Context: an optimization exercise on an open-source flow, tuned for small area, a short achievable clock period and few clock cycles. The choices shown serve that exercise and are no tape-out recipe. In this exercise RTL edits were held to simulation tests only and were not proved equivalent to the original. Power and IR drop assume default switching activity.

**flow/flow/run.sh**
```bash
#!/bin/bash
# Standard layout (the standard.sh) with timing repair aimed well below
# the 12 ns period. Gate cloning is skipped: it left high-fanout nets that
# failed the slew check after routing. The clock tree uses larger sink
# clusters and no dummy loads: fewer buffers and a shorter insertion delay.
set -o pipefail
bash standard.sh SETUP_SLACK_MARGIN=8.5 SKIP_GATE_CLONING=1 \
  "CTS_ARGS=-sink_clustering_enable -repair_clock_nets -sink_clustering_size 30 -sink_clustering_max_diameter 70 -dont_use_dummy_load" \
  finish > standard_make.log 2>&1
```
**flow/standard.sh**
```bash
#!/bin/bash
# synth_recipe.tcl (not shown) runs the flow's synth.tcl, then flattens the netlist and writes it again
# the make line also repeats each setting of config.mk as NAME=value (left out here)
make -C /OpenROAD-flow-scripts/flow DESIGN_CONFIG=/design/flow/config.mk WORK_HOME=/design/flow/orfs CLKGATE_MAP_FILE= SYNTH_SCRIPT=/design/flow/synth_recipe.tcl "${@:-finish}"
```
**flow/config.mk**
```make
export PLATFORM = sky130hd
export DESIGN_NAME = soc_top
export DESIGN_NICKNAME = soc_top
export VERILOG_FILES = /design/flow/design.v
export SDC_FILE = /design/flow/constraint.sdc
export NUM_CORES = 4
export LEC_CHECK = 0
export CAP_MARGIN = 30
export CORE_MARGIN = 2
export CORE_UTILIZATION = 55
export SLEW_MARGIN = 30
export TNS_END_PERCENT = 10
```
**flow/constraint.sdc**
```tcl
create_clock -name core_clock -period 12.0 [get_ports {clk}]
set_input_delay 2.4000 -clock core_clock [delete_from_list [all_inputs] [get_ports {clk}]]
set_output_delay 2.4000 -clock core_clock [all_outputs]
set_load 0.01 [all_outputs]
```
**flow/design.v**
```verilog
`default_nettype none
package bus_pkg;
    typedef logic [31:0] addr_t;
    typedef logic [31:0] word_t;
    typedef logic [3:0] strobe_t;
    typedef enum logic [1:0] {
        MSIZE1 = 2'd0,    
        MSIZE4 = 2'd2     
    } msize_t;
    localparam addr_t RESET_PC = 32'hbfc00000;
endpackage
`default_nettype wire
`default_nettype none
package mips_pkg;
    localparam int OPC_LSB = 26;
    localparam int OPC_W   = 6;
    localparam int RS_LSB  = 21;
    localparam int RT_LSB  = 16;
    localparam int RD_LSB  = 11;
    localparam int REG_W   = 5;
    localparam int IMM_W   = 16;
    typedef enum logic [5:0] {
        OP_SPECIAL = 6'h00,
        OP_BEQ     = 6'h04,
        OP_BNE     = 6'h05,
        OP_ADDIU   = 6'h09,
        OP_ORI     = 6'h0d,
        OP_LUI     = 6'h0f,
        OP_LW      = 6'h23,
        OP_SB      = 6'h28,
        OP_SW      = 6'h2b
    } opcode_t;
    typedef enum logic [5:0] {
        FN_ADDU = 6'h21,
        FN_SUBU = 6'h23,
        FN_AND  = 6'h24,
        FN_OR   = 6'h25,
        FN_SLT  = 6'h2a
    } funct_t;
    typedef enum logic [2:0] {
        ALU_ADD,
        ALU_SUB,
        ALU_AND,
        ALU_OR,
        ALU_SLT,    
        ALU_LUI     
    } alu_op_t;
endpackage
`default_nettype wire
`default_nettype none
module addr_translate (
    input  bus_pkg::addr_t vaddr,
    output bus_pkg::addr_t paddr,
    output logic           uncached
);
    assign paddr[27:0]  = vaddr[27:0];
    assign paddr[31:28] = (vaddr[31:30] == 2'b10) ? {3'b000, vaddr[28]} : vaddr[31:28];
    assign uncached     = (vaddr[31:29] == 3'b101);
endmodule
`default_nettype wire
`default_nettype none
module regfile (
    input  logic           clk,
    input  logic [31:1]    rsel,
    input  logic           xsel,
    input  bus_pkg::word_t xd,
    output bus_pkg::word_t rd,
    input  logic           clr,
    input  logic           we,
    input  logic [4:0]     wa,
    input  bus_pkg::word_t wd
);
    bus_pkg::word_t regs [1:31];
    always_ff @(posedge clk) begin
        for (int i = 1; i < 32; i++) begin
            if (clr || (we && wa == 5'(i))) regs[i] <= wd;
        end
    end
    always_comb begin
        rd = xd & {32{xsel}};
        for (int i = 1; i < 32; i++) begin
            rd = rd | (regs[i] & {32{rsel[i]}});
        end
    end
endmodule
`default_nettype wire
`default_nettype none
module alu (
    input  logic [3:0]     op,
    input  logic           cin,
    input  bus_pkg::word_t a,
    input  bus_pkg::word_t b,
    output bus_pkg::word_t y,
    output bus_pkg::word_t sum      
);
    logic           lt;
    ks_add #(.W (32)) u_add (.a (a), .b (b), .cin (cin), .s (sum));
    assign lt  = (a[31] == b[31]) ? a[31] : sum[31];
    assign y = (sum & {32{op[0]}})
             | (a & b & {32{op[1]}})
             | ((a | b) & {32{op[2]}})
             | ({31'd0, lt} & {32{op[3]}});
endmodule
`default_nettype wire
`default_nettype none
module ks_add #(
    parameter int W = 32,
    parameter int L = 5      
) (
    input  logic [W-1:0] a,
    input  logic [W-1:0] b,
    input  logic         cin,
    output logic [W-1:0] s
);
    logic [W-1:0] g [0:L];
    logic [W-1:0] p [0:L];
    logic [W-1:0] c;
    always_comb begin
        g[0] = a & b;
        p[0] = a ^ b;
        g[0][0] = (a[0] & b[0]) | (cin & (a[0] ^ b[0]));
        for (int l = 0; l < L; l++) begin
            for (int i = 0; i < W; i++) begin
                if (i >= (1 << l)) begin
                    g[l+1][i] = g[l][i] | (p[l][i] & g[l][i - (1 << l)]);
                    p[l+1][i] = p[l][i] & p[l][i - (1 << l)];
                end else begin
                    g[l+1][i] = g[l][i];
                    p[l+1][i] = p[l][i];
                end
            end
        end
        c[0] = cin;
        for (int i = 1; i < W; i++) c[i] = g[L][i-1];
        s = p[0] ^ c;
    end
endmodule
`default_nettype wire
`default_nettype none
module mips_core (
    input  logic             clk,
    input  logic             rst,
    output logic             mem_valid,
    output logic             mem_write,
    output logic             mem_uncached,
    output bus_pkg::addr_t   mem_addr,
    output bus_pkg::strobe_t mem_strobe,
    output bus_pkg::word_t   mem_wdata,
    input  bus_pkg::word_t   mem_rdata,
    input  logic             mem_ready
);
    logic        first;       
    logic        ex;          
    logic        dslot;       
    logic [3:0]  vtop;        
    logic [31:2] pc;          
    bus_pkg::word_t ir;
    bus_pkg::word_t a_q;      
    bus_pkg::word_t b_q;      
    bus_pkg::word_t y_q;      
    logic [31:1] rsel;        
    logic        ysel;        
    logic        clr;         
    logic        we;          
    logic [4:0]  wa;
    logic        wd_y, wd_mem;
    logic [3:0]  aop;
    logic        cin;
    logic        bpend;       
    logic        btk;         
    logic        sq;          
    logic        rpend;       
    logic [4:0]  rpend_rd;
    logic        byp_alu;     
    logic        c_br, c_bne, c_mem, c_lw, c_sb, c_r, c_imm, c_rsub;
    logic [4:0]  c_rd, c_rt;
    logic [3:0]  c_rop;
    logic [5:0] opc, fn;
    logic [4:0] rs, rt, rd;
    logic       is_r, is_addiu, is_ori, is_lui, is_lw, is_sw, is_sb, is_beq, is_bne;
    logic [3:0] r_op;
    logic       r_sub;
    assign opc = ir[31:26];
    assign fn  = ir[5:0];
    assign rs  = ir[25:21];
    assign rt  = ir[20:16];
    assign rd  = ir[15:11];
    always_comb begin
        r_op  = 4'b0000;
        r_sub = 1'b0;
        case (fn)
            6'h21:   r_op = 4'b0001;
            6'h23:   begin r_op = 4'b0001; r_sub = 1'b1; end
            6'h24:   r_op = 4'b0010;
            6'h25:   r_op = 4'b0100;
            6'h2a:   begin r_op = 4'b1000; r_sub = 1'b1; end
            default: r_op = 4'b0000;
        endcase
    end
    assign is_r     = (opc == 6'h00) & (r_op != 4'b0000);
    assign is_addiu = (opc == 6'h09);
    assign is_ori   = (opc == 6'h0d);
    assign is_lui   = (opc == 6'h0f);
    assign is_lw    = (opc == 6'h23);
    assign is_sw    = (opc == 6'h2b);
    assign is_sb    = (opc == 6'h28);
    assign is_beq   = (opc == 6'h04);
    assign is_bne   = (opc == 6'h05);
    assign c_br   = is_beq | is_bne;
    assign c_bne  = is_bne;
    assign c_mem  = is_lw | is_sw | is_sb;
    assign c_lw   = is_lw;
    assign c_sb   = is_sb;
    assign c_r    = is_r & (rd != 5'd0);
    assign c_imm  = is_addiu | is_ori | is_lui;
    assign c_rd   = rd;
    assign c_rt   = rt;
    assign c_rop  = r_op;
    assign c_rsub = r_sub;
    function automatic logic [31:1] onehot(input logic [4:0] r);
        for (int i = 1; i < 32; i++) onehot[i] = (r == 5'(i));
    endfunction
    bus_pkg::word_t rdata, alu_y, alu_s, wdata;
    assign wdata  = ({32{wd_y}} & y_q) | ({32{wd_mem}} & mem_rdata);
    regfile u_rf (
        .clk (clk),
        .rsel (rsel), .xsel (ysel), .xd (y_q), .rd (rdata),
        .clr (clr), .we (we), .wa (wa), .wd (wdata)
    );
    alu u_alu (.op (aop), .cin (cin), .a (a_q), .b (b_q), .y (alu_y), .sum (alu_s));
    logic        eq, fastbr, az, taken, sbr, go_data, nex;
    logic [31:2] pc_inc, pc_tgt;
    bus_pkg::addr_t xinc, xtgt, xdat, xred, nseq;
    logic        unc_d;
    logic [4:0]  nrs;
    assign eq      = (a_q == rdata);
    assign fastbr  = (rt == 5'd0);
    assign az      = (a_q == '0);
    assign taken   = ex & c_br & fastbr & (az ^ c_bne);
    assign sbr     = ex & c_br & ~fastbr;
    assign go_data = ex & c_mem;
    assign nex     = ~go_data & ~taken & ~sq;
    assign pc_inc  = pc + 30'd1;
    ks_add #(.W (30)) u_tgt (.a (pc), .b ({{14{ir[15]}}, ir[15:0]}), .cin (1'b0), .s (pc_tgt));
    addr_translate u_xi (.vaddr ({pc_inc, 2'b00}), .paddr (xinc), .uncached ());
    addr_translate u_xt (.vaddr ({pc_tgt, 2'b00}), .paddr (xtgt), .uncached ());
    addr_translate u_xd (.vaddr (alu_s), .paddr (xdat), .uncached (unc_d));
    addr_translate u_xr (.vaddr (y_q), .paddr (xred), .uncached ());
    assign nseq = go_data ? xdat : xinc;
    assign nrs  = dslot ? rs : mem_rdata[25:21];
    assign mem_valid = 1'b1;
    assign mem_wdata = b_q;
    always_ff @(posedge clk) begin
        if (rst) begin
            first     <= 1'b1;
            ex        <= 1'b0;
            dslot     <= 1'b0;
            vtop      <= 4'hb;
            mem_addr  <= 32'h1fc00000;
            mem_write <= 1'b0;
            clr       <= 1'b1;        
            we        <= 1'b0;
            wd_y      <= 1'b0;
            wd_mem    <= 1'b0;
            rpend     <= 1'b0;
            bpend     <= 1'b0;
            sq        <= 1'b0;
            b_q       <= '0;
        end else begin
            first <= mem_ready;
            clr   <= 1'b0;
            if (mem_ready) begin
                if (!dslot) ir <= mem_rdata;
                dslot     <= go_data;
                ex        <= nex;
                mem_addr  <= sq ? xred : (taken ? xtgt : nseq);
                if (!go_data) vtop <= sq ? y_q[31:28] : (taken ? pc_tgt[31:28] : pc_inc[31:28]);
                sq        <= 1'b0;
                bpend     <= sbr;
                btk       <= eq ^ c_bne;
                mem_write <= go_data & ~c_lw;
                if (go_data) begin
                    mem_uncached <= unc_d;
                    mem_strobe   <= c_sb ? (4'b0001 << alu_s[1:0]) : 4'b1111;
                end
                if (ex) b_q <= c_sb ? {4{rdata[7:0]}} : (c_rsub ? ~rdata : rdata);
                if (ex & c_imm) y_q <= alu_y;
                if (sbr) y_q <= {pc_tgt, 2'b00};
                aop      <= c_rop;
                cin      <= c_rsub;
                rpend    <= ex & c_r;
                rpend_rd <= c_rd;
                byp_alu  <= ex & c_r & (c_rd == nrs);
                we       <= (ex & c_imm) | (go_data & c_lw);
                wa       <= c_rt;
                wd_y     <= ex & c_imm;
                wd_mem   <= go_data & c_lw;
            end else if (first) begin
                if (!dslot) pc <= {vtop, mem_addr[27:2]};
                bpend <= 1'b0;
                if (bpend & btk) begin
                    sq <= 1'b1;
                    ex <= 1'b0;
                end
                if (rpend) y_q <= alu_y;
                if (rpend) begin
                    we   <= 1'b1;
                    wa   <= rpend_rd;
                    wd_y <= 1'b1;
                end else if (!dslot) begin
                    we   <= 1'b0;
                    wd_y <= 1'b0;
                end
                if (ex) begin
                    a_q    <= is_lui ? '0 : (byp_alu ? alu_y : rdata);
                    b_q    <= is_lui ? {ir[15:0], 16'h0000} :
                              is_ori ? {16'h0000, ir[15:0]} : {{16{ir[15]}}, ir[15:0]};
                    aop    <= is_ori ? 4'b0100 : 4'b0001;
                    cin    <= 1'b0;
                end
            end else begin
                if (!dslot) we <= 1'b0;
                if (ex & c_imm) y_q <= alu_y;
            end
        end
    end
    always_ff @(posedge clk) begin
        if (mem_ready) begin
            rsel <= (ex & c_imm & (c_rt == nrs)) ? '0 : onehot(nrs);
            ysel <= ex & c_imm & (c_rt == nrs) & (nrs != 5'd0);
        end else if (first) begin
            rsel <= (rpend & (rpend_rd == rt)) ? '0 : onehot(rt);
            ysel <= rpend & (rpend_rd == rt);
        end else begin
            rsel <= onehot(rt);    
            ysel <= 1'b0;
        end
    end
endmodule
`default_nettype wire
`default_nettype none
module soc_top (
    input  logic             clk,
    input  logic             rst,
    output logic             mem_valid,
    output logic             mem_write,
    output logic             mem_uncached,
    output bus_pkg::addr_t   mem_addr,
    output bus_pkg::strobe_t mem_strobe,
    output bus_pkg::word_t   mem_wdata,
    input  bus_pkg::word_t   mem_rdata,
    input  logic             mem_ready
);
    mips_core core (
        .clk, .rst,
        .mem_valid, .mem_write, .mem_uncached, .mem_addr, .mem_strobe, .mem_wdata,
        .mem_rdata, .mem_ready
    );
endmodule
`default_nettype wire
```
==> impl_metrics.csv, run 1 <==
group,metric,value,unit
die,die_y,313,um
clock_tree,holdBufCountCts,0,
placement,hpwl,120000,um
die,dieArea,98100,sq um
worst_setup_path,crit_required,9.60,ns
worst_setup_path,cp_slowest_stage_delay,0.45,ns
synthesis,ys_seq_area_share,69.3,%
sta,setup_viol,0,
grt,antenna_found_initial,6,
drt,drc,0,
synthesis,ys_warn_count,9,
drt,routedWlPerCell,40.6,um
grt,grt_pass1_vias,34600,
sta,timing.hold.ws,0.437,ns
synthesis,synth_top_area_share,65.1,%
placement,place_inst,4923,
finish,drive_gt1_share,12.8,%
worst_setup_path,reg2regPathDepth,10,
synthesis,async_reset_ff_share,0,%
grt,gr-total-overflow,0,
sta,setup_slack,8.20,ns
clock_tree,cts_max_level,3,
sta,max_freq,0.263,GHz
synthesis,netlist_area,52600,sq um
die,core,94900,sq um
drt,viasPerCell,7.37,
die,io_pins,106,
die,initial_core_util,55.4,%
synthesis,ys.flop_type,"edfxtp_1",
synthesis,synth_edf_count,1140,
synthesis,synth_common_cells,"edfxtp_1, a22oi_1, nand2_1",
die,rows,113,
placement,place.gp.congestion,0.977,
min_path,hold_class,"reg2reg",
clock_tree,cts_made_buffers,70,
sta,max_slew_margin,33.4,%
worst_setup_path,cp_cell_sequence,"dlygate4sd2_1",
synthesis,ys_types,91,
worst_setup_path,cp-start-kind,"register",
placement,pre_cts_ws,6.21,ns
finish,post-route-util,61.7,%
grt,grt_max_degree,70,
flow_run,cap_viol_max_count,0,
synthesis,synth_cells,3686,
worst_setup_path,crit_slowest_cell,"dfxtp_2",
sta,finClkSkew,0.0958,ns
clock_tree,numClockSinks,1251,
worst_setup_path,path_depth,1,
sta,finalHoldViolCount,0,
worst_setup_path,cp-end-kind,"output port",
placement,dpl_cell_area,55300,sq um
worst_setup_path,arrival,1.40,ns
sta,finalSetupTns,0,ns
drt,firstDrtPassIters,8,
worst_setup_path,setup.worst_path.class,"reg2out",
synthesis,syn_nets,3818,
min_path,whs_path_depth,0,
power,leakage,20.4,nW
drt,routed_wl,206000,um
clock_tree,clockBufferDepth,3,
sta,drv_slew,0,
sta,fin_crit_sh,31.7,%
finish,syn_to_final_growth,11.3,%
synthesis,synth_most_common_cell,"edfxtp_1",
sta,rsz0062_at_grt,"true",
sta,finalCriticalPeriod,3.80,ns
finish,nNetsFinal,3939,
sta,tightest_slew,0.992,ns
synthesis,avgSynthCellArea,14.3,sq um
synthesis,synth_top_area_cell,"edfxtp_1",
drt,vias,37400,
clock_tree,cts_root_buf,"clkbuf_16",
drt,drtIter0Drc,5914,
clock_tree,cts_tree,"yes",
worst_setup_path,cp_max_fo,4,
run_status,outcome,"timing/DRC/antenna clean",
power,ir_drop,0.121,mV
power,power,8.54,mW
die,die_w,313,um
placement,portBuffers,104,
grt,track_usage,41.4,%
worst_setup_path,path_buf_inv,1,
drt,antenna_left,0,
clock_tree,clk_pin_slew,0.08,ns
finish,final_area,58500,sq um
clock_tree,clk_latency,0.70,ns
synthesis,synthTopCellsByArea,"edfxtp_1, a22oi_1, dfxtp_1",
grt,grt_pass1_wl,279000,um
synthesis,ys_seq_elements,1251,
finish,finalNonFillerCells,5075,
power,p_per_area,146,nW/um^2
worst_setup_path,crit_family,"flip-flops",
==> area by class of cell <==
cell class | count | area (sq um)
flip-flops and latches | 1251 | 36500
well taps | 1265 | 1580
diodes | 5 | 12.5
clock buffers | 70 | 1750
inverters | 92 | 347
repair buffers | 265 | 2360
multi-input cells | 2127 | 15900
fillers | 7078 | 36400
==> final timing paths <==
path         slack [ns]       endpoint          start
max                8.20  mem_wdata[15]   core.b_q[15]
min                0.44    core.pc[28]   core.vtop[0]
max reg2reg        8.28       core.btk  core.rsel[14]
min reg2reg        0.44    core.pc[28]   core.vtop[0]
==> kinds of logic (layout without fill, tap and decap cells) <==
logic type,after synthesis,in the layout,share of synthesized area (%)
flip-flops,1251,1251,69.3
AO/OA/AOI/OAI,1186,1186,16.4
AND/OR/NAND/NOR,668,668,6.61
buffers and inverters,308,427,2.35
XOR/XNOR,160,160,2.68
adder cells (fa/ha/maj),97,97,2.35
multiplexers,15,15,0.302
other,1,6,0.00713
==> sequential cells by signal, summed over array words and instances, names as in the netlist, 4 cells and up <==
name             cells
core.aop             4
core.u_rf.regs     992
core.a_q            32
core.mem_strobe      4
core.vtop            4
core.y_q            32
core.b_q            32
core.rsel           31
core.wa              5
core.ir             32
core.rpend_rd        5
core.mem_addr       32
core.pc             30
==> metal layers <==
metal  GRT usage [%]  vias to the layer above  wire length (um)
met3            9.50                      650             27300
met2            63.5                     3053             91600
met5               0                        -                11
met4            24.7                        2             15600
li1                -                    14900                 -
met1            54.3                    18800             71700
==> cell usage in the layout, fill, tap and decap left out, types with 17 or more instances in the layout <==
| master | instances |
|---|---|
| clkdlybuf4s50_1 | 27 |
| o211ai_1 | 17 |
| a21o_1 | 25 |
| and3_1 | 26 |
| dfxtp_2 | 43 |
| inv_1 | 87 |
| nand3_1 | 94 |
| ha_1 | 87 |
| a211oi_1 | 69 |
| edfxtp_1 | 1140 |
| a22o_1 | 82 |
| o21ai_0 | 131 |
| nand2_1 | 152 |
| nor2b_1 | 26 |
| or4_4 | 17 |
| buf_4 | 142 |
| dfxtp_1 | 65 |
| xor2_1 | 60 |
| a22oi_1 | 430 |
| a221oi_1 | 81 |
| a21oi_1 | 133 |
| a22o_2 | 24 |
| nor2_1 | 121 |
| xnor2_1 | 81 |
| nand4_1 | 99 |
| clkbuf_16 | 70 |
| nor3_1 | 20 |
| dlygate4sd2_1 | 69 |
| nand2b_1 | 24 |
==> power by group <==
part	leakage [nW]	internal [mW]	total [mW]	switching (mW)
Sequential	12.5	4.99	5.11	0.124
Clock	0.863	1.04	2.39	1.34
Combinational	7.04	0.306	1.04	0.731
Total	20.4	6.34	8.54	2.20
==> timing repair <==
action | CTS | global route
setup endpoints to repair | 1057 | 469
buffers inserted | 37 | 40
resized for setup | 173 | 84
pin swaps | 23 | 27
Testbench counts, summed over its fixed seeds: cycles 244,580.
==> run 2, diff against run 1 <==
--- a/flow/flow/run.sh
+++ b/flow/flow/run.sh
@@ -4,6 +4,6 @@
 # failed the slew check after routing. The clock tree uses larger sink
 # clusters and no dummy loads: fewer buffers and a shorter insertion delay.
 set -o pipefail
-bash standard.sh SETUP_SLACK_MARGIN=8.5 SKIP_GATE_CLONING=1 \
+bash standard.sh SETUP_SLACK_MARGIN=8.7 SKIP_GATE_CLONING=1 \
   "CTS_ARGS=-sink_clustering_enable -repair_clock_nets -sink_clustering_size 30 -sink_clustering_max_diameter 70 -dont_use_dummy_load" \
   finish > standard_make.log 2>&1
--- a/flow/config.mk
+++ b/flow/config.mk
@@ -9,4 +9,3 @@
 export CORE_MARGIN = 2
 export CORE_UTILIZATION = 55
 export SLEW_MARGIN = 30
-export TNS_END_PERCENT = 10
==> run 2 against run 1 <==
Non-clock buffer count increased by 129. Count of clock-buffer cells in the layout is 9 lower. Clock skew increased by 0.0025 ns. Fmax increased by 4.3%. Critical path depth is the same. Sequential power barely moved.
==> impl_metrics.csv, run 2 <==
group,metric,value,unit
run_status,outcome,"timing/DRC/antenna clean",
die,initial_core_util,55.4,%
min_path,min_to,"core.pc[31]",
grt,grt_pass1_vias,35500,
finish,syn_to_final_growth,16.1,%
drt,vias,38200,
synthesis,ys.flop_type,"edfxtp_1",
power,ir_drop,0.124,mV
placement,place_inst,4920,
synthesis,ys_seq_area_share,69.3,%
finish,regMostFlops,"core.u_rf.regs",
sta,rsz0062_at_grt,"true",
worst_setup_path,path_buf_inv,1,
finish,finalNonFillerCells,5194,
grt,grt_max_degree,70,
worst_setup_path,cp_slowest_stage_delay,0.41,ns
finish,fillers,6896,
power,seq_power_share,60.1,%
sta,tightest_slew,1.10,ns
finish,drive_gt1_share,22.5,%
grt,antenna_found_initial,7,
clock_tree,cts_root_buf,"clkbuf_16",
die,io_pins,106,
power,combPwrFrac,13.9,%
clock_tree,cts_tree,"yes",
worst_setup_path,reg2reg_to,"core.y_q[28]",
synthesis,synth_edf_count,1140,
drt,antenna_left,0,
synthesis,synth_top_area_cell,"edfxtp_1",
power,power,8.52,mW
worst_setup_path,cp_cell_sequence,"buf_2",
min_path,hold_class,"reg2reg",
power,p_per_area,140,nW/um^2
worst_setup_path,r2r_slack,8.47,ns
grt,gr-total-overflow,0,
sta,finalHoldViolCount,0,
synthesis,ys_seq_elements,1251,
clock_tree,numClockSinks,1251,
synthesis,synth_cells,3686,
synthesis,synth_common_cells,"edfxtp_1, a22oi_1, nand2_1",
drt,viasPerCell,7.36,
synthesis,netlist_area,52600,sq um
worst_setup_path,cp-end-kind,"output port",
power,leakage,21.3,nW
sta,setup_viol,0,
drt,firstDrtPassIters,6,
clock_tree,clk_latency,0.75,ns
flow_run,cap_viol_max_count,0,
drt,routed_wl,210000,um
die,core,94900,sq um
worst_setup_path,reg2regPathDepth,12,
synthesis,syn_nets,3818,
power,p_clk_share,26.0,%
drt,routedWlPerCell,40.5,um
clock_tree,cts_max_level,2,
sta,finalCriticalPeriod,3.65,ns
worst_setup_path,setup.worst_path.class,"reg2out",
clock_tree,clockBufferDepth,3,
drt,drtIter0Drc,6305,
synthesis,ys_types,91,
worst_setup_path,cp-start-kind,"register",
placement,portBuffers,104,
placement,place.gp.congestion,1.02,
worst_setup_path,crit_required,9.60,ns
grt,grt_pass1_wl,283000,um
worst_setup_path,startpoint,"core.mem_strobe[3]",
synthesis,synthTopCellsByArea,"edfxtp_1, a22oi_1, dfxtp_1",
clock_tree,cts_made_buffers,61,
clock_tree,clk_pin_slew,0.07,ns
sta,fin_crit_sh,30.4,%
sta,finalSetupTns,0,ns
die,die_w,313,um
finish,final_common_cell,"edfxtp_1",
synthesis,avgSynthCellArea,14.3,sq um
worst_setup_path,crit_family,"flip-flops",
min_path,whs_path_depth,0,
synthesis,synth_top_area_share,65.1,%
finish,nNetsFinal,4059,
grt,track_usage,42.0,%
worst_setup_path,cp_max_fo,1,
synthesis,synth_most_common_cell,"edfxtp_1",
min_path,min_from,"core.vtop[3]",
die,dieArea,98100,sq um
power,netSwitchingPower,2.23,mW
worst_setup_path,crit_slowest_cell,"edfxtp_1",
sta,finClkSkew,0.0983,ns
sta,max_slew_margin,26.8,%
power,p_sw_share,26.2,%
sta,drv_slew,0,
synthesis,async_reset_ff_share,0,%
die,die_y,313,um
die,rows,113,
power,internal_power,6.29,mW
worst_setup_path,arrival,1.25,ns
placement,hpwl,120000,um
sta,max_freq,0.274,GHz
finish,mostFrequentLayoutCells,"edfxtp_1, a22oi_1, buf_4, nand2_1, a21oi_1",
synthesis,ys_warn_count,9,
worst_setup_path,timing.rr.start,"core.a_q[15]",
finish,largest_reg_flops,992,
drt,drc,0,
-- run 2: changes by cell type in the layout (fill, tap and decap cells not counted), moves of 18 or more --
cell / before / now
buf_4: 142 / 213
dlygate4sd2_1: 69 / 0
a21oi_1: 133 / 114
o21ai_1: 13 / 31
dfxtp_1: 65 / 11
o21ai_0: 131 / 104
buf_6: 5 / 109
dfxtp_4: 3 / 27
ha_1: 87 / 69
dfxtp_2: 43 / 73
-- run 2: worst reg2reg max path: cells and delay by family, from the launching register on --
kind            cells  cell delay [ns]
flops               1             0.48
xor+xnor            1             0.16
simple gates        1             0.11
buf+inv             1             0.21
fa+ha+maj           1             0.36
compound gates      8             1.94
-- run 2: worst max path at each step --
stage                    endpoint  slack [ns]  depth (start not counted)
floorplan             core.a_q[0]        8.02                          3
global placement     core.y_q[15]        6.96                          6
detailed placement   core.y_q[18]        6.90                          6
CTS                 mem_strobe[3]        8.34                          1
global route        mem_strobe[3]        8.34                          1
finish              mem_strobe[3]        8.35                          1
-- run 2: metal layers --
metal  GRT usage (%)  routed length [um]
met4            27.1               17400
met2            64.4               93400
met5           0.919                 205
met1            53.8               71800
met3            9.97               27500
-- run 2: per-stage QoR --
stage                     util [%]  setup slack, ns  instance area, sq um  hold WS [ns]
final                         64.3             8.35                 61000         0.432
after global routing          64.3             8.34                 61000         0.432
after CTS                     62.8             8.34                 59600         0.431
after detailed placement      58.6             6.90                 55600         0.420
after global placement        58.6             6.96                 55600         0.432
after floorplan                  -             8.02                 53200         0.409
-- run 2: repair_timing --
item	in CTS	in global routing
gates resized for setup	684	165
hold buffers	0	0
pin swaps	77	71
setup buffers	138	71
setup endpoints to repair	1262	400
-- run 2: power groups by stage --
stage	Clock, mW	Sequential, mW	Combinational, mW
after floorplan	0	5.16	0.483
after global placement	0	5.20	0.918
after detailed placement	0	5.21	0.925
after CTS	2.21	5.11	1.06
after global routing	2.35	5.13	1.20
final	2.21	5.11	1.19
-- run 2: logic make-up (layout without fill, tap and decap cells) --
family          Yosys count  after routing  share of synthesized area, %
mux                      15             15                         0.302
simple gates            668            668                          6.61
flops                  1251           1251                          69.3
compound gates         1186           1186                          16.4
other cells               1              5                       0.00713
xor+xnor                160            160                          2.68
buf+inv                 308            547                          2.35
fa+ha+maj                97             97                          2.35
-- run 2: area by class of cell --
type	count	area (sq um)	area share, %
inverter	92	374	0.613
antenna	4	10.0	0.0164
timing repair buffer	394	3820	6.26
multi-input combinational	2127	17100	28.0
tap	1265	1580	2.59
clock buffer	61	1530	2.50
sequential	1251	36600	60.0
==> run 3, diff against run 2 <==
--- a/flow/flow/run.sh
+++ b/flow/flow/run.sh
@@ -4,6 +4,6 @@
 # failed the slew check after routing. The clock tree uses larger sink
 # clusters and no dummy loads: fewer buffers and a shorter insertion delay.
 set -o pipefail
-bash standard.sh SETUP_SLACK_MARGIN=8.7 SKIP_GATE_CLONING=1 \
+bash standard.sh SETUP_SLACK_MARGIN=8.4 SKIP_GATE_CLONING=1 \
   "CTS_ARGS=-sink_clustering_enable -repair_clock_nets -sink_clustering_size 30 -sink_clustering_max_diameter 70 -dont_use_dummy_load" \
   finish > standard_make.log 2>&1
==> run 3 against run 2 <==
Still clean. Register-to-register slack got worse by 0.16 ns. Routed wire length decreased by 2.5%. Sequential power is essentially flat. Sequential cell count unchanged. Core utilization fell by 2.9 points. Worst setup slack got worse by 0.045 ns. Highest routed layer is now met4.
==> impl_metrics.csv, run 3 <==
group,metric,value,unit
run_status,outcome,"timing/DRC/antenna clean",
synthesis,synth_edf_count,1140,
synthesis,synth_most_common_cell,"edfxtp_1",
drt,firstDrtPassIters,6,
synthesis,synth_common_cells,"edfxtp_1, a22oi_1, nand2_1",
synthesis,synth-xor-area-share,2.68,%
drt,viasPerCell,7.34,
sta,max_freq,0.271,GHz
placement,hpwl,121000,um
worst_setup_path,r2r_slack,8.31,ns
synthesis,ys.flop_type,"edfxtp_1",
sta,setup_viol,0,
worst_setup_path,path_buf_inv,2,
synthesis,syn_nets,3818,
synthesis,synthSimpleGateAreaFrac,6.61,%
worst_setup_path,cp-end-kind,"register",
sta,timing.hold.ws,0.443,ns
worst_setup_path,setup.worst_path.class,"reg2reg",
drt,drtIter0Drc,6069,
die,rows,113,
finish,largest_reg_flops,992,
sta,max_slew_margin,30.8,%
sta,tightest_slew,1.04,ns
synthesis,ys_warn_count,9,
grt,gr-total-overflow,0,
power,power,8.54,mW
worst_setup_path,cp_cell_sequence,"buf_4 > buf_4 > ha_1 > a21oi_1 > o21ai_2 > o2111a_2 > nand2b_1 > a31oi_1 > xnor2_1 > a21oi_1 > a211oi_1",
worst_setup_path,arrival,4.03,ns
power,ir_drop,0.130,mV
die,die_w,313,um
synthesis,netlist_area,52600,sq um
finish,syn_to_final_growth,10.9,%
die,core,94900,sq um
synthesis,ys_seq_area_share,69.3,%
min_path,hold_class,"reg2reg",
die,initial_core_util,55.4,%
die,io_pins,106,
sta,rsz0062_at_grt,"true",
synthesis,avgSynthCellArea,14.3,sq um
die,dieArea,98100,sq um
finish,mostFrequentLayoutCells,"edfxtp_1, a22oi_1, nand2_1, buf_4, o21ai_0",
sta,finalHoldViolCount,0,
grt,grt_max_degree,64,
clock_tree,cts_root_buf,"clkbuf_16",
drt,routedWlPerCell,40.4,um
finish,drive_gt1_share,16.5,%
synthesis,synth_cells,3686,
clock_tree,numClockSinks,1251,
grt,grt_pass1_vias,34700,
drt,antenna_left,0,
power,leakage,20.3,nW
synthesis,synthTopCellsByArea,"edfxtp_1, a22oi_1, dfxtp_1",
flow_run,cap_viol_max_count,0,
placement,portBuffers,104,
worst_setup_path,crit_required,12.34,ns
clock_tree,cts_tree,"yes",
finish,final_common_cell,"edfxtp_1",
synthesis,muxShareOfSynthArea,0.302,%
synthesis,synth_top_area_cell,"edfxtp_1",
power,p_per_area,147,nW/um^2
synthesis,ys_seq_elements,1251,
grt,antenna_found_initial,3,
sta,finClkSkew,0.103,ns
clock_tree,clk_pin_slew,0.06,ns
worst_setup_path,crit_family,"compound AO/OA/AOI/OAI gates",
clock_tree,clk_latency,0.71,ns
synthesis,ys_types,91,
worst_setup_path,crit_slowest_cell,"a21oi_1",
sta,fin_crit_sh,30.8,%
placement,place.gp.congestion,0.971,
drt,vias,37300,
clock_tree,cts_max_level,3,
finish,fillers,7181,
worst_setup_path,cp-start-kind,"register",
clock_tree,clockBufferDepth,3,
drt,routed_wl,205000,um
drt,drc,0,
finish,nNetsFinal,3948,
clock_tree,cts_made_buffers,72,
synthesis,async_reset_ff_share,0,%
synthesis,synthAdderAreaFrac,2.35,%
grt,grt_pass1_wl,279000,um
grt,track_usage,41.4,%
synthesis,synth_top_family_by_area,"compound AO/OA/AOI/OAI gates",
finish,regMostFlops,"core.u_rf.regs",
worst_setup_path,cp_max_fo,3,
sta,finalCriticalPeriod,3.69,ns
sta,finalSetupTns,0,ns
sta,drv_slew,0,
synthesis,synth_top_area_share,65.1,%
synthesis,synth-compound-area-share,16.4,%
die,die_y,313,um
worst_setup_path,cp_slowest_stage_delay,0.87,ns
run 3: report_power, final:
| part | internal [mW] | switching, mW |
|---|---|---|
| Combinational | 0.296 | 0.726 |
| Clock | 1.07 | 1.34 |
| Sequential | 4.99 | 0.121 |
run 3: cell type report:
type / instances / area, sq um / share of cell area, %
flip-flops and latches: 1251 / 36600 / 62.8
multi-input cells: 2127 / 15800 / 27.1
repair buffers: 272 / 2130 / 3.65
clock buffers: 72 / 1800 / 3.09
well taps: 1265 / 1580 / 2.72
inverters: 92 / 350 / 0.601
diodes: 3 / 7.51 / 0.0129
run 3: timing repair:
| item | in CTS | in global routing |
|---|---|---|
| setup buffers | 56 | 22 |
| pin swaps | 17 | 25 |
| hold buffers | 0 | 0 |
| endpoints found under the setup margin | 425 | 264 |
| gates resized for setup | 427 | 68 |
run 3: kinds of logic after synthesis:
| logic type | Yosys count |
|---|---|
| flip-flops | 1251 |
| buffers and inverters | 308 |
| adder cells (fa/ha/maj) | 97 |
| multiplexers | 15 |
| AND/OR/NAND/NOR | 668 |
| AO/OA/AOI/OAI | 1186 |
| XOR/XNOR | 160 |
| other | 1 |
run 3: through the flow:
| step | std cells | instance area, sq um | setup slack [ns] | utilization (%) |
|---|---|---|---|---|
| 2_1_floorplan | 3686 | 52800 | 8.02 | - |
| 3_3_place_gp | 4927 | 55400 | 6.81 | 58.4 |
| 3_5_place_dp | 4928 | 55400 | 7.12 | 58.4 |
| 4_1_cts | 5056 | 57900 | 8.33 | 61.0 |
| 5_1_grt | 5079 | 58300 | 8.32 | 61.4 |
| 6_report | 5082 | 58300 | 8.31 | 61.4 |
run 3: path summary, 6_finish.rpt:
check	cells past startpoint	start	end
max	11	core.a_q[4]	core.a_q[11]
min	0	core.mem_addr[2]	core.pc[2]
max reg2reg	11	core.a_q[4]	core.a_q[11]
min reg2reg	0	core.mem_addr[2]	core.pc[2]
run 3: per-layer routing:
metal  track usage (%)  routed length, um  part of all wire, %  up-vias
met4              24.8              15100                  7.4        0
met5                 0                  0                    0        -
li1                  -                  -                    -    14900
met1              54.7              72600                   35    18900
met2              63.0              91400                   45     2928
met3              9.59              26100                   13      607
run 3: worst register-to-register path, stage by stage (launching register included):
cell	delay [ns]
edfxtp_1	0.50
buf_4	0.19
buf_4	0.16
ha_1	0.23
a21oi_1	0.15
o21ai_2	0.10
o2111a_2	0.29
nand2b_1	0.18
a31oi_1	0.25
xnor2_1	0.28
a21oi_1	0.87
a211oi_1	0.18
==> run 4, diff against run 3 <==
--- a/flow/flow/run.sh
+++ b/flow/flow/run.sh
@@ -4,6 +4,6 @@
 # failed the slew check after routing. The clock tree uses larger sink
 # clusters and no dummy loads: fewer buffers and a shorter insertion delay.
 set -o pipefail
-bash standard.sh SETUP_SLACK_MARGIN=8.4 SKIP_GATE_CLONING=1 \
+bash standard.sh SETUP_SLACK_MARGIN=8.6 SKIP_GATE_CLONING=1 \
   "CTS_ARGS=-sink_clustering_enable -repair_clock_nets -sink_clustering_size 30 -sink_clustering_max_diameter 70 -dont_use_dummy_load" \
   finish > standard_make.log 2>&1
--- a/flow/config.mk
+++ b/flow/config.mk
@@ -7,5 +7,5 @@
 export LEC_CHECK = 0
 export CAP_MARGIN = 30
 export CORE_MARGIN = 2
-export CORE_UTILIZATION = 55
+export CORE_UTILIZATION = 50
 export SLEW_MARGIN = 30
==> run 4 against run 3 <==
Synthesized cell count stayed put. Count of clock-buffer cells in the layout is 4 higher. Worst hold slack better by 0.030 ns. Largest power group unchanged. Global-route usage is 1.8 points lower. Fmax is 3.4% higher. First-iteration DRC count is 6.4% lower. Highest routed layer is now met5. Non-clock buffer count is 92 higher. Still clean on timing, DRC and antenna. Sequential power hardly changed.
==> impl_metrics.csv, run 4 <==
group,metric,value,unit
finish,multi_input_area,16400,sq um
clock_tree,numClockSinks,1251,
worst_setup_path,path_buf_inv,1,
worst_setup_path,setup.worst_path.class,"reg2out",
grt,gr-total-overflow,0,
synthesis,synthTopCellsByArea,"edfxtp_1, a22oi_1, dfxtp_1",
die,rows,118,
sta,timing.hold.ws,0.472,ns
synthesis,synth_common_cells,"edfxtp_1, a22oi_1, nand2_1",
power,leakage,21.2,nW
placement,portBuffers,104,
finish,nNetsFinal,4044,
sta,finClkSkew,0.0987,ns
sta,max_slew_margin,27.5,%
worst_setup_path,crit_family,"flip-flops",
synthesis,ys_seq_area_share,69.3,%
die,core,104000,sq um
power,power,8.73,mW
clock_tree,cts_root_buf,"clkbuf_16",
synthesis,ys_warn_count,9,
drt,firstDrtPassIters,6,
finish,final_common_cell,"edfxtp_1",
synthesis,synth_top_area_cell,"edfxtp_1",
die,initial_core_util,50.6,%
finish,drive_gt1_share,19.9,%
run_status,outcome,"timing/DRC/antenna clean",
sta,rsz0062_at_grt,"true",
drt,drtIter0Drc,5682,
synthesis,synth_edf_count,1140,
placement,place.gp.congestion,0.957,
sta,finalHoldViolCount,0,
power,p_per_area,144,nW/um^2
clock_tree,cts_max_level,3,
sta,max_freq,0.280,GHz
drt,routedWlPerCell,41.1,um
worst_setup_path,cp-start-kind,"register",
synthesis,synth_cells,3686,
worst_setup_path,cp_slowest_stage_delay,0.41,ns
clock_tree,clk_pin_slew,0.09,ns
die,dieArea,108000,sq um
finish,fillers,8213,
worst_setup_path,crit_slowest_cell,"dfxtp_4",
synthesis,async_reset_ff_share,0,%
grt,track_usage,39.6,%
drt,drc,0,
grt,antenna_found_initial,6,
finish,regMostFlops,"core.u_rf.regs",
drt,vias,37800,
sta,finalSetupTns,0,ns
drt,routed_wl,217000,um
synthesis,ys.flop_type,"edfxtp_1",
finish,finalNonFillerCells,5292,
synthesis,synth_most_common_cell,"edfxtp_1",
sta,finalCriticalPeriod,3.57,ns
placement,hpwl,127000,um
die,die_y,328,um
clock_tree,clk_latency,0.71,ns
min_path,hold_class,"reg2reg",
worst_setup_path,arrival,1.17,ns
finish,syn_to_final_growth,15.2,%
finish,largest_reg_flops,992,
synthesis,netlist_area,52600,sq um
clock_tree,clockBufferDepth,3,
finish,mostFrequentLayoutCells,"edfxtp_1, a22oi_1, buf_4, nand2_1, a21oi_1",
finish,seq_area,36700,sq um
synthesis,synth_top_area_share,65.1,%
worst_setup_path,crit_required,9.60,ns
grt,grt_pass1_wl,290000,um
worst_setup_path,cp_max_fo,2,
sta,tightest_slew,1.08,ns
clock_tree,cts_made_buffers,76,
synthesis,ys_seq_elements,1251,
power,ir_drop,0.126,mV
sta,fin_crit_sh,29.8,%
grt,grt_max_degree,64,
synthesis,syn_nets,3818,
drt,viasPerCell,7.15,
clock_tree,cts_tree,"yes",
worst_setup_path,cp_cell_sequence,"buf_6",
synthesis,avgSynthCellArea,14.3,sq um
placement,place_inst,5039,
die,die_w,328,um
drt,antenna_left,0,
flow_run,cap_viol_max_count,0,
sta,setup_viol,0,
grt,grt_pass1_vias,35300,
sta,drv_slew,0,
die,io_pins,106,
worst_setup_path,cp-end-kind,"output port",
synthesis,ys_types,91,
-- run 4: cell counts after synthesis --
Identical to the previous run, type by type.
-- run 4: where the power goes --
part           leakage [nW]  internal [mW]  switching, mW
registers              12.6           4.99          0.128
clock network         0.937           1.13           1.36
logic                  7.65          0.362          0.766
-- run 4: timing repair --
| action | CTS | global route |
|---|---|---|
| resized for setup | 647 | 110 |
| hold endpoints to repair | 0 | 0 |
| setup endpoints to repair | 1137 | 285 |
| pin swaps | 43 | 48 |
| cloned | 0 | 0 |
| hold buffers | 0 | 0 |
| setup buffers | 127 | 48 |
-- run 4: metal layers --
metal / part of all wire [%] / global-route usage [%]
met3: 12 / 8.58
met2: 45 / 62.3
met1: 36 / 51.3
met4: 7.2 / 22.6
met5: 0.010 / 0
-- run 4: worst reg2reg max path, delay by kind of cell (launching register included) --
family	cells	cell delay, ns
adder cells (fa/ha/maj)	1	0.26
XOR/XNOR	1	0.08
AO/OA/AOI/OAI	8	1.73
buffers and inverters	6	0.76
flip-flops	1	0.40
-- run 4: path summary, 6_finish.rpt --
kind | startpoint | to | slack [ns] | cells after the start
worst max-delay path | core.b_q[15] | mem_wdata[15] | 8.43 | 1
worst min-delay path | core.vtop[3] | core.pc[31] | 0.47 | 0
worst max register to register | core.b_q[3] | core.y_q[31] | 8.52 | 16
worst min register to register | core.vtop[3] | core.pc[31] | 0.47 | 0
-- run 4: cell families (layout without fill, tap and decap cells) --
logic type,after synthesis,count (layout),share of synthesized area (%)
adder cells (fa/ha/maj),97,97,2.35
AO/OA/AOI/OAI,1186,1186,16.4
AND/OR/NAND/NOR,668,668,6.61
multiplexers,15,15,0.302
XOR/XNOR,160,160,2.68
other,1,3,0.00713
flip-flops,1251,1251,69.3
buffers and inverters,308,532,2.35
-- run 4: cell type report --
cell class | count | area share [%]
flip-flops and latches | 1251 | 60.6
multi-input cells | 2127 | 27.0
repair buffers | 364 | 5.76
clock buffers | 76 | 3.14
well taps | 1380 | 2.85
inverters | 92 | 0.620
diodes | 2 | 0.00826
-- run 4: per-stage QoR --
step	instance area (sq um)	utilization (%)	setup WS [ns]
after global routing	60600	58.3	8.43
after global placement	55600	53.4	6.72
final	60600	58.3	8.43
after floorplan	52900	-	8.02
after CTS	59700	57.4	8.43
after detailed placement	55600	53.5	6.67
==> run 5, diff against run 4 <==
--- a/flow/config.mk
+++ b/flow/config.mk
@@ -7,5 +7,6 @@
 export LEC_CHECK = 0
 export CAP_MARGIN = 30
 export CORE_MARGIN = 2
-export CORE_UTILIZATION = 50
+export CORE_UTILIZATION = 55
 export SLEW_MARGIN = 30
+export TNS_END_PERCENT = 50
==> run 5 against run 4 <==
Sequential share of layout area grew 0.36 points. Core utilization grew 5.1 points. First-iteration DRC count fell by 2.1%. Worst hold slack got worse by 0.030 ns. Largest power group unchanged.
==> impl_metrics.csv, run 5 <==
group,metric,value,unit
sta,finalHoldViolCount,0,
synthesis,synth_most_common_cell,"edfxtp_1",
placement,portBuffers,104,
clock_tree,cts_max_level,3,
finish,final_common_cell,"edfxtp_1",
die,initial_core_util,55.4,%
clock_tree,cts_root_buf,"clkbuf_16",
finish,regMostFlops,"core.u_rf.regs",
worst_setup_path,cp_cell_sequence,"buf_6",
synthesis,avgSynthCellArea,14.3,sq um
die,die_y,313,um
grt,grt_max_degree,69,
min_path,hold_class,"reg2reg",
sta,drv_slew,0,
power,internal_power,6.43,mW
power,p_clk_share,28.0,%
synthesis,synthTopCellsByArea,"edfxtp_1, a22oi_1, dfxtp_1",
min_path,min_to,"core.pc[5]",
worst_setup_path,path_buf_inv,1,
finish,largest_reg_flops,992,
drt,drtIter0Drc,5563,
worst_setup_path,crit_family,"flip-flops",
die,dieArea,98100,sq um
worst_setup_path,setup.worst_path.class,"reg2out",
worst_setup_path,cp-end-kind,"output port",
power,p_per_area,144,nW/um^2
worst_setup_path,reg2regPathDepth,13,
sta,fin_crit_sh,29.8,%
clock_tree,numClockSinks,1251,
finish,antennaDiodeCount,0,
worst_setup_path,cp-start-kind,"register",
synthesis,ys_seq_elements,1251,
placement,place.gp.congestion,0.960,
worst_setup_path,reg2reg_to,"core.y_q[9]",
sta,finClkSkew,0.117,ns
placement,hpwl,120000,um
die,core,94900,sq um
min_path,min_from,"core.mem_addr[5]",
synthesis,netlist_area,52600,sq um
synthesis,async_reset_ff_share,0,%
power,seq_power_share,59.0,%
flow_run,cap_viol_max_count,0,
finish,nNetsFinal,4031,
synthesis,synth_top_area_share,65.1,%
synthesis,ys_types,91,
synthesis,ys_warn_count,9,
drt,viasPerCell,7.31,
synthesis,ys.flop_type,"edfxtp_1",
sta,tightest_slew,1.04,ns
grt,antenna_found_initial,9,
synthesis,synth_top_area_cell,"edfxtp_1",
power,netSwitchingPower,2.23,mW
sta,max_slew_margin,30.9,%
sta,finalSetupTns,0,ns
synthesis,syn_nets,3818,
grt,grt_pass1_vias,35200,
finish,syn_to_final_growth,14.4,%
sta,finalCriticalPeriod,3.58,ns
finish,drive_gt1_share,20.2,%
synthesis,synth_cells,3686,
drt,vias,37700,
worst_setup_path,cp_max_fo,2,
worst_setup_path,timing.rr.start,"core.a_q[4]",
drt,routed_wl,208000,um
power,p_sw_share,25.8,%
drt,routedWlPerCell,40.3,um
worst_setup_path,r2r_slack,8.43,ns
run_status,outcome,"timing/DRC/antenna clean",
grt,track_usage,41.6,%
sta,setup_viol,0,
drt,drc,0,
clock_tree,cts_tree,"yes",
power,combPwrFrac,13.0,%
min_path,whs_path_depth,0,
sta,max_freq,0.280,GHz
finish,mostFrequentLayoutCells,"edfxtp_1, a22oi_1, buf_4, nand2_1, o21ai_0",
die,die_w,313,um
synthesis,synth_common_cells,"edfxtp_1, a22oi_1, nand2_1",
die,io_pins,106,
clock_tree,clk_latency,0.72,ns
synthesis,synth_edf_count,1140,
clock_tree,clk_pin_slew,0.11,ns
worst_setup_path,crit_slowest_cell,"dfxtp_4",
grt,grt_pass1_wl,281000,um
worst_setup_path,arrival,1.18,ns
power,leakage,21.0,nW
sta,rsz0062_at_grt,"true",
drt,firstDrtPassIters,6,
grt,gr-total-overflow,0,
clock_tree,clockBufferDepth,3,
worst_setup_path,cp_slowest_stage_delay,0.38,ns
worst_setup_path,crit_required,9.60,ns
power,ir_drop,0.132,mV
die,rows,113,
sta,timing.hold.ws,0.443,ns
clock_tree,cts_made_buffers,73,
clock_tree,holdBufCountCts,0,
synthesis,ys_seq_area_share,69.3,%
drt,antenna_left,0,
[run 5: cell counts after synthesis]
No cell type changed its count.
[run 5: timing repair]
action	4_1_cts	5_1_grt
pin swaps	44	77
buffers inserted	113	48
setup endpoints to repair	1244	393
gates resized for setup	619	136
[run 5: power by group through the flow]
stage / clock network, mW / registers (mW) / logic [mW]
2_1_floorplan: 0 / 5.16 / 0.466
6_report: 2.43 / 5.11 / 1.12
3_3_place_gp: 0 / 5.20 / 0.917
3_5_place_dp: 0 / 5.21 / 0.921
5_1_grt: 2.56 / 5.12 / 1.14
4_1_cts: 2.43 / 5.11 / 1.03
[run 5: cells by family after synthesis]
family | after synthesis | share of synthesized area, %
xor+xnor | 160 | 2.68
buf+inv | 308 | 2.35
compound gates | 1186 | 16.4
flops | 1251 | 69.3
mux | 15 | 0.302
other cells | 1 | 0.00713
simple gates | 668 | 6.61
fa+ha+maj | 97 | 2.35
[run 5: layer usage]
layer	vias up	wire, um	GRT usage [%]
met5	-	13	0
met4	2	16400	26.6
met3	694	27800	10.8
met2	3110	92300	63.3
met1	18800	71800	53.4
li1	15100	-	-
[run 5: final cells by class]
class                      count  area, sq um
sequential                  1251        36700
fill                        7000        34700
multi-input combinational   2127        16400
timing repair buffer         354         3340
clock buffer                  73         1830
tap                         1265         1580
inverter                      92          348
[run 5: worst max-delay path by stage]
stage	start	endpoint	cells after the start	slack, ns
6_report	core.mem_addr[4]	mem_addr[4]	1	8.42
5_1_grt	core.mem_addr[4]	mem_addr[4]	1	8.40
3_5_place_dp	mem_ready	core.y_q[29]	8	6.58
4_1_cts	core.mem_addr[4]	mem_addr[4]	1	8.40
2_1_floorplan	rst	core.a_q[0]	3	8.02
3_3_place_gp	mem_ready	core.y_q[20]	8	6.68
[run 5: metrics by stage]
stage	cell area (sq um)	setup WS [ns]	power, mW	util, %	instances
global route	60200	8.40	8.83	63.4	5162
floorplan	52800	8.02	5.62	-	3686
global placement	55300	6.68	6.11	58.3	4925
detailed placement	55400	6.58	6.13	58.4	4926
CTS	59100	8.40	8.57	62.3	5112
finish	60200	8.42	8.66	63.4	5162
==> run 6, diff against run 5 <==
--- a/flow/config.mk
+++ b/flow/config.mk
@@ -9,4 +9,3 @@
 export CORE_MARGIN = 2
 export CORE_UTILIZATION = 55
 export SLEW_MARGIN = 30
-export TNS_END_PERCENT = 50
==> run 6 against run 5 <==
Design area shrank 0.33%. Clock skew shrank 0.026 ns. Critical path type unchanged. Global-route usage grew 0.26 points. Worst setup slack gained 0.015 ns. Still clean on timing, DRC and antenna.
==> impl_metrics.csv, run 6 <==
group,metric,value,unit
min_path,whs_path_depth,2,
worst_setup_path,cp_max_fo,2,
finish,post-route-util,63.2,%
min_path,min_to,"core.mem_addr[1]",
finish,drive_gt1_share,19.2,%
sta,max_freq,0.281,GHz
sta,rsz0062_at_grt,"true",
grt,grt_pass1_vias,35200,
synthesis,synth_most_common_cell,"edfxtp_1",
clock_tree,cts_max_level,3,
drt,antenna_left,0,
finish,seq_area,36700,sq um
finish,fillers,6958,
worst_setup_path,crit_slowest_cell,"dfxtp_4",
grt,gr-total-overflow,0,
die,dieArea,98100,sq um
worst_setup_path,crit_required,9.60,ns
placement,place.gp.congestion,1.00,
synthesis,synth_top_area_share,65.1,%
worst_setup_path,r2r_slack,8.60,ns
sta,fin_crit_sh,29.7,%
synthesis,ys_seq_elements,1251,
clock_tree,numClockSinks,1251,
die,initial_core_util,55.4,%
sta,max_slew_margin,32.0,%
sta,finalCriticalPeriod,3.56,ns
sta,tightest_slew,1.02,ns
worst_setup_path,cp-end-kind,"output port",
finish,syn_to_final_growth,14.0,%
flow_run,cap_viol_max_count,0,
grt,antenna_found_initial,7,
worst_setup_path,cp_slowest_stage_delay,0.37,ns
drt,vias,37700,
drt,routed_wl,208000,um
synthesis,synth_edf_count,1140,
clock_tree,clockBufferDepth,3,
synthesis,synthTopCellsByArea,"edfxtp_1, a22oi_1, dfxtp_1",
finish,mostFrequentLayoutCells,"edfxtp_1, a22oi_1, buf_4, nand2_1, a21oi_1",
synthesis,synth_top_area_cell,"edfxtp_1",
worst_setup_path,reg2reg_to,"core.btk",
synthesis,ys_seq_area_share,69.3,%
synthesis,ys.flop_type,"edfxtp_1",
finish,largest_reg_flops,992,
drt,drc,0,
worst_setup_path,arrival,1.16,ns
synthesis,synth_top_family_by_area,"compound AO/OA/AOI/OAI gates",
synthesis,synth-xor-area-share,2.68,%
die,die_w,313,um
synthesis,syn_nets,3818,
clock_tree,cts_made_buffers,72,
drt,drtIter0Drc,6246,
drt,firstDrtPassIters,5,
clock_tree,clk_pin_slew,0.07,ns
synthesis,synth_cells,3686,
sta,setup_viol,0,
die,rows,113,
synthesis,muxShareOfSynthArea,0.302,%
synthesis,synth-compound-area-share,16.4,%
worst_setup_path,reg2regPathDepth,10,
die,io_pins,106,
finish,finalNonFillerCells,5162,
synthesis,netlist_area,52600,sq um
sta,finalSetupTns,0,ns
clock_tree,clk_latency,0.71,ns
worst_setup_path,setup.worst_path.class,"reg2out",
finish,regMostFlops,"core.u_rf.regs",
die,core,94900,sq um
synthesis,ys_types,91,
power,ir_drop,0.137,mV
worst_setup_path,cp-start-kind,"register",
worst_setup_path,crit_family,"flip-flops",
die,die_y,313,um
placement,pre_cts_ws,6.89,ns
clock_tree,cts_tree,"yes",
worst_setup_path,timing.rr.start,"core.rsel[13]",
finish,nNetsFinal,4025,
finish,final_common_cell,"edfxtp_1",
power,p_per_area,144,nW/um^2
run_status,outcome,"timing/DRC/antenna clean",
min_path,hold_class,"reg2reg",
drt,routedWlPerCell,40.3,um
sta,finalHoldViolCount,0,
placement,place_inst,4928,
finish,multi_input_area,16300,sq um
synthesis,async_reset_ff_share,0,%
sta,finClkSkew,0.0916,ns
worst_setup_path,cp_cell_sequence,"buf_6",
sta,setup_slack,8.44,ns
worst_setup_path,path_buf_inv,1,
drt,viasPerCell,7.31,
sta,drv_slew,0,
grt,grt_max_degree,70,
grt,track_usage,41.9,%
clock_tree,cts_root_buf,"clkbuf_16",
synthesis,synthSimpleGateAreaFrac,6.61,%
placement,hpwl,121000,um
synthesis,synthAdderAreaFrac,2.35,%
grt,grt_pass1_wl,281000,um
min_path,min_from,"core.mem_addr[1]",
power,leakage,21.0,nW
synthesis,synth_common_cells,"edfxtp_1, a22oi_1, nand2_1",
placement,portBuffers,104,
synthesis,ys_warn_count,9,
synthesis,avgSynthCellArea,14.3,sq um
[run 6: changes by cell type in the layout (fill, tap and decap cells not counted), sizes merged]
cell | previous run | this run
clkbuf | 76 | 73
clkinv | 0 | 1
diode | 0 | 6
inv | 92 | 91
buf | 324 | 321
[run 6: worst max path at each step]
| stage | start | to | slack, ns | depth (start not counted) |
|---|---|---|---|---|
| 6_report | core.mem_addr[3] | mem_addr[3] | 8.44 | 1 |
| 5_1_grt | core.mem_addr[3] | mem_addr[3] | 8.42 | 1 |
| 2_1_floorplan | rst | core.a_q[0] | 8.02 | 3 |
| 3_5_place_dp | mem_ready | core.y_q[29] | 6.89 | 6 |
| 4_1_cts | core.mem_addr[3] | mem_addr[3] | 8.42 | 1 |
| 3_3_place_gp | mem_ready | core.y_q[29] | 6.55 | 6 |
[run 6: what timing repair did]
| action | CTS | global route |
|---|---|---|
| buffers inserted | 118 | 38 |
| pin swaps | 34 | 39 |
| hold endpoints to repair | 0 | 0 |
| gates resized for setup | 606 | 106 |
| setup endpoints to repair | 1272 | 415 |
| hold buffers | 0 | 0 |
[run 6: stage by stage]
stage	cell area, sq um	hold WS, ns	total power [mW]
after global placement	55400	0.435	6.11
after global routing	59900	0.477	8.81
final	60000	0.458	8.64
after CTS	59100	0.461	8.55
after detailed placement	55400	0.437	6.13
after floorplan	52900	0.409	5.63
[run 6: power breakdown]
group	internal [mW]	switching [mW]	total, mW	leakage, nW
registers	4.99	0.128	5.11	12.6
clock network	1.07	1.35	2.42	0.887
logic	0.350	0.750	1.10	7.52
[run 6: area by class of cell]
type | count | area share (%)
sequential | 1251 | 61.2
timing repair buffer | 349 | 5.43
antenna | 6 | 0.0250
inverter | 92 | 0.591
tap | 1265 | 2.64
multi-input combinational | 2127 | 27.1
clock buffer | 72 | 3.01
[run 6: logic make-up after synthesis]
group	after synthesis
multiplexers	15
other	1
buffers and inverters	308
AND/OR/NAND/NOR	668
AO/OA/AOI/OAI	1186
flip-flops	1251
XOR/XNOR	160
adder cells (fa/ha/maj)	97
[run 6: routing by layer]
layer / global-route usage (%) / wire length [um]
met5: 0 / 37
met4: 26.5 / 16000
met3: 10.7 / 27000
met2: 64.1 / 93100
met1: 53.7 / 72000
[run 6: worst register-to-register path: cells and delay by family (launching register included)]
family / cells / cell delay [ns]
xor gates and xnor gates: 2 / 0.39
DFF: 1 / 0.46
AOI/OAI and AO/OA: 2 / 0.58
and+or+nand+nor: 5 / 1.43
buffers and inverters: 1 / 0.28
==> run 7, diff against run 6 <==
--- a/flow/config.mk
+++ b/flow/config.mk
@@ -5,7 +5,7 @@
 export SDC_FILE = /design/flow/constraint.sdc
 export NUM_CORES = 4
 export LEC_CHECK = 0
-export CAP_MARGIN = 30
+export CAP_MARGIN = 20
 export CORE_MARGIN = 2
 export CORE_UTILIZATION = 55
-export SLEW_MARGIN = 30
+export SLEW_MARGIN = 20
==> run 7 against run 6 <==
Still clean on timing, DRC and antenna. Synthesized cell count stayed put. Critical endpoint is now mem_wdata[15]. Worst setup slack better by 0.0015 ns. Non-clock buffer count is 4 higher. Design area is 0.29% higher. Core utilization is 0.19 points higher. Final cell count hardly changed. Routed wire length hardly changed.
==> impl_metrics.csv, run 7 <==
group,metric,value,unit
sta,finalHoldViolCount,0,
clock_tree,clk_latency,0.71,ns
synthesis,ys_types,91,
clock_tree,cts_tree,"yes",
synthesis,ys_warn_count,9,
synthesis,synth_top_area_cell,"edfxtp_1",
synthesis,async_reset_ff_share,0,%
placement,dpl_cell_area,55400,sq um
drt,drtIter0Drc,6340,
worst_setup_path,path_depth,1,
worst_setup_path,startpoint,"core.b_q[15]",
finish,nNetsFinal,4028,
grt,gr-total-overflow,0,
clock_tree,clockBufferDepth,3,
sta,max_slew_margin,15.8,%
grt,track_usage,41.9,%
die,core,94900,sq um
finish,seq_area,36700,sq um
sta,setup_slack,8.44,ns
worst_setup_path,crit_slowest_cell,"dfxtp_4",
worst_setup_path,crit_family,"flip-flops",
die,die_y,313,um
placement,place_inst,4927,
sta,fin_crit_sh,29.7,%
die,die_w,313,um
clock_tree,clk_pin_slew,0.07,ns
worst_setup_path,path_buf_inv,1,
finish,final_area,60100,sq um
synthesis,avgSynthCellArea,14.3,sq um
power,p_per_area,144,nW/um^2
grt,grt_max_degree,70,
sta,rsz0062_at_grt,"true",
worst_setup_path,r2r_slack,8.48,ns
worst_setup_path,reg2regPathDepth,15,
synthesis,synth_cells,3686,
grt,grt_pass1_wl,282000,um
die,rows,113,
finish,regMostFlops,"core.u_rf.regs",
sta,drv_slew,0,
drt,antenna_left,0,
drt,drc,0,
worst_setup_path,reg2reg_to,"core.y_q[28]",
synthesis,netlist_area,52600,sq um
sta,tightest_slew,1.26,ns
worst_setup_path,cp-start-kind,"register",
sta,setup_viol,0,
worst_setup_path,crit_required,9.60,ns
finish,syn_to_final_growth,14.4,%
power,ir_drop,0.136,mV
grt,grt_pass1_vias,35400,
drt,firstDrtPassIters,5,
finish,mostFrequentLayoutCells,"edfxtp_1, a22oi_1, buf_4, nand2_1, a21oi_1",
synthesis,ys_seq_area_share,69.3,%
sta,max_freq,0.281,GHz
synthesis,synth_common_cells,"edfxtp_1, a22oi_1, nand2_1",
sta,finalSetupTns,0,ns
finish,fillers,6977,
sta,finalCriticalPeriod,3.56,ns
min_path,hold_class,"reg2reg",
worst_setup_path,cp-end-kind,"output port",
die,initial_core_util,55.4,%
sta,finClkSkew,0.0795,ns
placement,portBuffers,104,
clock_tree,cts_made_buffers,71,
flow_run,cap_viol_max_count,0,
finish,finalNonFillerCells,5160,
finish,multi_input_area,16400,sq um
finish,drive_gt1_share,19.6,%
synthesis,synthTopCellsByArea,"edfxtp_1, a22oi_1, dfxtp_1",
synthesis,ys_seq_elements,1251,
clock_tree,holdBufCountCts,0,
worst_setup_path,cp_slowest_stage_delay,0.40,ns
clock_tree,cts_max_level,3,
die,dieArea,98100,sq um
finish,final_common_cell,"edfxtp_1",
synthesis,ys.flop_type,"edfxtp_1",
drt,routed_wl,208000,um
synthesis,syn_nets,3818,
finish,post-route-util,63.4,%
placement,hpwl,121000,um
synthesis,synth_most_common_cell,"edfxtp_1",
worst_setup_path,cp_max_fo,2,
finish,largest_reg_flops,992,
drt,vias,37700,
power,leakage,21.0,nW
synthesis,synth_top_area_share,65.1,%
drt,routedWlPerCell,40.4,um
worst_setup_path,crit_end,"mem_wdata[15]",
die,io_pins,106,
clock_tree,numClockSinks,1251,
worst_setup_path,setup.worst_path.class,"reg2out",
grt,antenna_found_initial,6,
drt,viasPerCell,7.31,
worst_setup_path,arrival,1.16,ns
worst_setup_path,cp_cell_sequence,"buf_6",
run_status,outcome,"timing/DRC/antenna clean",
clock_tree,cts_root_buf,"clkbuf_16",
worst_setup_path,timing.rr.start,"core.a_q[0]",
synthesis,synth_edf_count,1140,
placement,place.gp.congestion,1.00,
placement,pre_cts_ws,6.49,ns
run 7: cell counts after synthesis:
Identical to the previous run, type by type.
run 7: logic make-up (layout without fill, tap and decap cells):
family | Yosys count | after routing | synth area share, %
mux | 15 | 15 | 0.302
xor+xnor | 160 | 160 | 2.68
simple gates | 668 | 668 | 6.61
flops | 1251 | 1251 | 69.3
compound gates | 1186 | 1186 | 16.4
fa+ha+maj | 97 | 97 | 2.35
buf+inv | 308 | 516 | 2.35
other cells | 1 | 2 | 0.00713
run 7: area by class of cell:
type,instances,share of cell area (%)
antenna,1,0.00416
clock buffer,71,2.95
inverter,92,0.589
multi-input combinational,2127,27.3
sequential,1251,61.0
tap,1265,2.63
timing repair buffer,353,5.53
run 7: power by group:
group          internal, mW  leakage [nW]  switching (mW)
clock network          1.06         0.875            1.35
logic                 0.360          7.60           0.758
registers              4.99          12.6           0.126
total                  6.40          21.0            2.23
run 7: worst min-delay path by stage:
stage,startpoint,end,slack (ns),cells after the start
3_5_place_dp,core.vtop[2],core.pc[30],0.44,0
2_1_floorplan,core.vtop[0],core.pc[28],0.41,0
5_1_grt,core.vtop[2],core.pc[30],0.46,0
6_report,core.mem_addr[1],core.mem_addr[1],0.46,2
3_3_place_gp,core.vtop[2],core.pc[30],0.43,0
4_1_cts,core.vtop[2],core.pc[30],0.45,0
run 7: routing by layer:
layer | global-route usage (%) | vias up | part of all wire [%]
met3 | 10.5 | 658 | 13
met1 | 53.8 | 19000 | 34
met5 | 0 | - | 0.020
met2 | 64.4 | 2996 | 45
li1 | - | 15100 | -
met4 | 26.2 | 6 | 7.4
run 7: timing repair:
action / in CTS / in global routing
gates resized for setup: 630 / 118
buffers inserted: 122 / 39
pin swaps: 40 / 56
endpoints found under the setup margin: 1262 / 413
run 7: stage by stage:
stage	hold slack, ns	total power, mW
floorplan	0.409	5.63
global placement	0.435	6.11
detailed placement	0.436	6.13
CTS	0.453	8.54
global route	0.459	8.80
finish	0.455	8.63

static timing again, ports no longer ideal:
In the flow no input, the clock included, has a driving cell. The finished layouts below were timed again as built, in two steps.
Step 1 sets driving cells, clkbuf_16 on the clock port and buf_2 on the other inputs (assumed; they add their load-dependent delay and slew).
Step 2 moves the port delays by t, midway between the first and last clock arrival at a register: inputs arrive t later, outputs are due t later. That takes back most of the time a late clock gives input paths.
a / b / c = ideal / step 1 / step 2; a / b = the first two.
| run | t, ns | slack for setup (ns) | worst setup path at the end | latest minus earliest clock arrival (ns) |
|---|---|---|---|---|
| run 1 | 0.723 | 8.198 / 8.124 / 7.669 | input to register | 0.097 / 0.097 |
| run 2 | 0.772 | 8.355 / 8.281 / 7.878 | input to register | 0.102 / 0.102 |
| run 3 | 0.721 | 8.310 / 8.310 / 7.734 | input to register | 0.108 / 0.108 |
| run 4 | 0.726 | 8.429 / 8.362 / 7.838 | input to register | 0.101 / 0.101 |
| run 5 | 0.732 | 8.423 / 8.351 / 7.856 | input to register | 0.119 / 0.119 |
| run 6 | 0.735 | 8.437 / 8.367 / 7.825 | input to register | 0.100 / 0.100 |
| run 7 | 0.738 | 8.439 / 8.371 / 7.850 | input to register | 0.080 / 0.080 |
After both steps setup and hold are still met in every run listed. The setup slack of run 6, which loses most, moves by -0.070 ns with the drivers and by -0.612 ns with both steps.
